Source: an optimization exercise on an open RTL-to-GDS flow (aim: low power). Production flows keep margins and buffers that such runs may drop. In this exercise RTL edits were held to simulation tests only and were not proved equivalent to the original. Power and IR drop assume default switching activity.

Setup of 10-04:
==> flow/design.v (excerpt) <==
module mcdt_nchnl #(
  parameter  int N_CH  = 3,
  parameter  int DW    = 32,
  parameter  int DEPTH = 32,
  localparam int MW    = $clog2(DEPTH + 1),
  localparam int IDW   = (N_CH > 1) ? $clog2(N_CH) : 1
) (
  input  logic               clk,
  input  logic               rstn,
  input  logic [N_CH*DW-1:0] ch_data_i,
  input  logic [N_CH-1:0]    ch_valid_i,
  output logic [N_CH-1:0]    ch_ready_o,
  output logic [N_CH*MW-1:0] ch_margin_o,
  output logic [DW-1:0]      mcdt_data_o,
  output logic               mcdt_val_o,
  output logic [IDW-1:0]     mcdt_id_o
);
  localparam int AW = $clog2(DEPTH);
  logic r_run;
  always_ff @(posedge clk or posedge rstn) begin
    if (rstn) r_run <= 1'b0;
    else      r_run <= 1'b1;
  end
  logic [N_CH-1:0] w_cand;            
  logic [N_CH-1:0] w_push;
  logic [N_CH-1:0] w_pop;
  logic [DW-1:0]   w_head [N_CH];     
  logic            w_gnt_vld;
  logic [IDW-1:0]  w_gnt_id;
  logic [DW-1:0]   w_out_data;
  for (genvar k = 0; k < N_CH; k++) begin : g_ch
    logic [DW-1:0] r_mem [DEPTH];
    logic [AW-1:0] r_wr_raw, r_rd_raw;
    logic [MW-1:0] r_free_raw;        
    logic          r_ne;              
    logic [AW-1:0] w_wr_ptr, w_rd_ptr;
    logic [MW-1:0] w_free;
    assign w_wr_ptr = r_run ? r_wr_raw  : '0;
    assign w_rd_ptr = r_run ? r_rd_raw  : '0;
    assign w_free   = r_run ? r_free_raw : MW'(DEPTH);
    assign ch_ready_o[k]           = (w_free != '0);
    assign ch_margin_o[k*MW +: MW] = w_free;
    assign w_push[k]               = ch_valid_i[k] & ch_ready_o[k];
    assign w_cand[k]               = r_ne;
    assign w_pop[k]                = w_gnt_vld && (w_gnt_id == IDW'(k));
    assign w_head[k]               = r_mem[w_rd_ptr];
    for (genvar i = 0; i < DEPTH; i++) begin : g_e
      always_ff @(posedge clk) begin
        if (w_push[k] && (w_wr_ptr == AW'(i))) r_mem[i] <= ch_data_i[k*DW +: DW];
      end
    end
    always_ff @(posedge clk) begin
      if (!r_run || w_push[k]) r_wr_raw <= w_wr_ptr + AW'(w_push[k]);
  ...
==> flow/config.mk <==
export PLATFORM = sky130hd
export DESIGN_NAME = mcdt_nchnl
export DESIGN_NICKNAME = mcdt_nchnl
export VERILOG_FILES = /design/flow/design.v
export SDC_FILE = /design/flow/constraint.sdc
export NUM_CORES = 4
export LEC_CHECK = 0
export CAP_MARGIN = 20
export CORE_MARGIN = 2
export CORE_UTILIZATION = 55
export PLACE_DENSITY = 0.75
export SETUP_SLACK_MARGIN = 0.4
export SLEW_MARGIN = 20
==> flow/constraint.sdc <==
create_clock -name core_clock -period 4.0 [get_ports {clk}]
set_input_delay 0.8000 -clock core_clock [delete_from_list [all_inputs] [get_ports {clk}]]
set_output_delay 0.8000 -clock core_clock [all_outputs]
set_load 0.01 [all_outputs]
standard.sh (not shown) runs the stock make flow with config.mk's settings and CLKGATE_MAP_FILE= SYNTH_SCRIPT=/design/flow/synth_recipe.tcl, a recipe that flattens the netlist after the stock synthesis.
==> flow/flow/run.sh <==
#!/bin/bash
# Layout flow: the standard ORFS layout (standard.sh, standard synthesis)
# with a lower-power clock tree -- sink clusters of up to 16 flip-flops
# driven by clkbuf_8 leaf buffers, no dummy loads -- and buf_2 port buffers
# in place of the default delay-cell buffers. make's full output goes to
# flow_make.log in this folder; each ORFS step logs under orfs/logs.
set -euo pipefail
cd "$(dirname "$0")/.."
bash standard.sh \
  CTS_ARGS="-sink_clustering_enable -repair_clock_nets -sink_clustering_size 16 -sink_clustering_max_diameter 50 -dont_use_dummy_load -buf_list sky130_fd_sc_hd__clkbuf_8" \
  BUFFER_PORTS_ARGS="-buffer_cell sky130_fd_sc_hd__buf_2" \
  finish > flow_make.log 2>&1
10-04 was carried through to the last stage, and its layout satisfied the timing, design-rule and antenna checks.
diff inputs: 10-04 => 12-08
-- flow/flow/run.sh --
<<< 10-04, line 8
cd "$(dirname "$0")/.."
bash standard.sh \
  CTS_ARGS="-sink_clustering_enable -repair_clock_nets -sink_clustering_size 16 -sink_clustering_max_diameter 50 -dont_use_dummy_load -buf_list sky130_fd_sc_hd__clkbuf_8" \
  BUFFER_PORTS_ARGS="-buffer_cell sky130_fd_sc_hd__buf_2" \
  finish > flow_make.log 2>&1
>>> 12-08, line 8
cd "$(dirname "$0")/.."
bash standard.sh \
  CTS_ARGS="-sink_clustering_enable -repair_clock_nets -sink_clustering_size 16 -sink_clustering_max_diameter 60 -dont_use_dummy_load -buf_list sky130_fd_sc_hd__clkbuf_8" \
  BUFFER_PORTS_ARGS="-buffer_cell sky130_fd_sc_hd__buf_2" \
  finish > flow_make.log 2>&1
-- flow/config.mk --
<<< 10-04, line 10
export CORE_UTILIZATION = 55
export PLACE_DENSITY = 0.75
export SETUP_SLACK_MARGIN = 0.4
export SLEW_MARGIN = 20
>>> 12-08, line 10
export CORE_UTILIZATION = 55
export PLACE_DENSITY = 0.75
export SETUP_SLACK_MARGIN = 0.3
export SLEW_MARGIN = 20
[summary]
- Clock-cell share of area ended up 0.54 points lower on 12-08 than on 10-04.
- 12-08 against 10-04: number of cells on the worst reg-to-reg path down 1, final cycle utilization of the critical path down 0.63 points, area added between synthesis and finish down 1.3 points, sequential share of layout area up 0.88 points.
- Going from 10-04 to 12-08, number of ordinary and repair buffers in the finished layout shrinks by 48.
- Summary of the comparison: count of filler cells inserted in the layout is higher in 12-08, relative to 10-04.
- Row power: 12-08 lower / 10-04 higher
- Max global routing usage summed across all routing layers across 10-04 and 12-08: 10-04
- Per the comparison of 12-08 with 10-04, critical path depth now smaller; total vias in the final route now smaller.

==> what the ideal ports hide <==
Ports are ideal in the flow. The routed layouts listed here were re-timed in OpenROAD. Step 1 sets driving cells, clkbuf_16 on the clock port and buf_2 on the other inputs (assumed; they add their load-dependent delay and slew). Step 2 moves the port delays by t, midway between the first and last clock arrival at a register: inputs arrive t later, outputs are due t later. That takes back most of the time a late clock gives input paths. Three values: ideal, step 1, step 2; two values: the first two.
run | t, ns | setup slack, ns | pins driven straight from the clock port
10-04 | 1.116 | 0.214 / 0.214 / 0.214 | 1
12-08 | 1.101 | 0.239 / 0.239 / 0.239 | 1
After both steps every run listed still meets setup and hold.
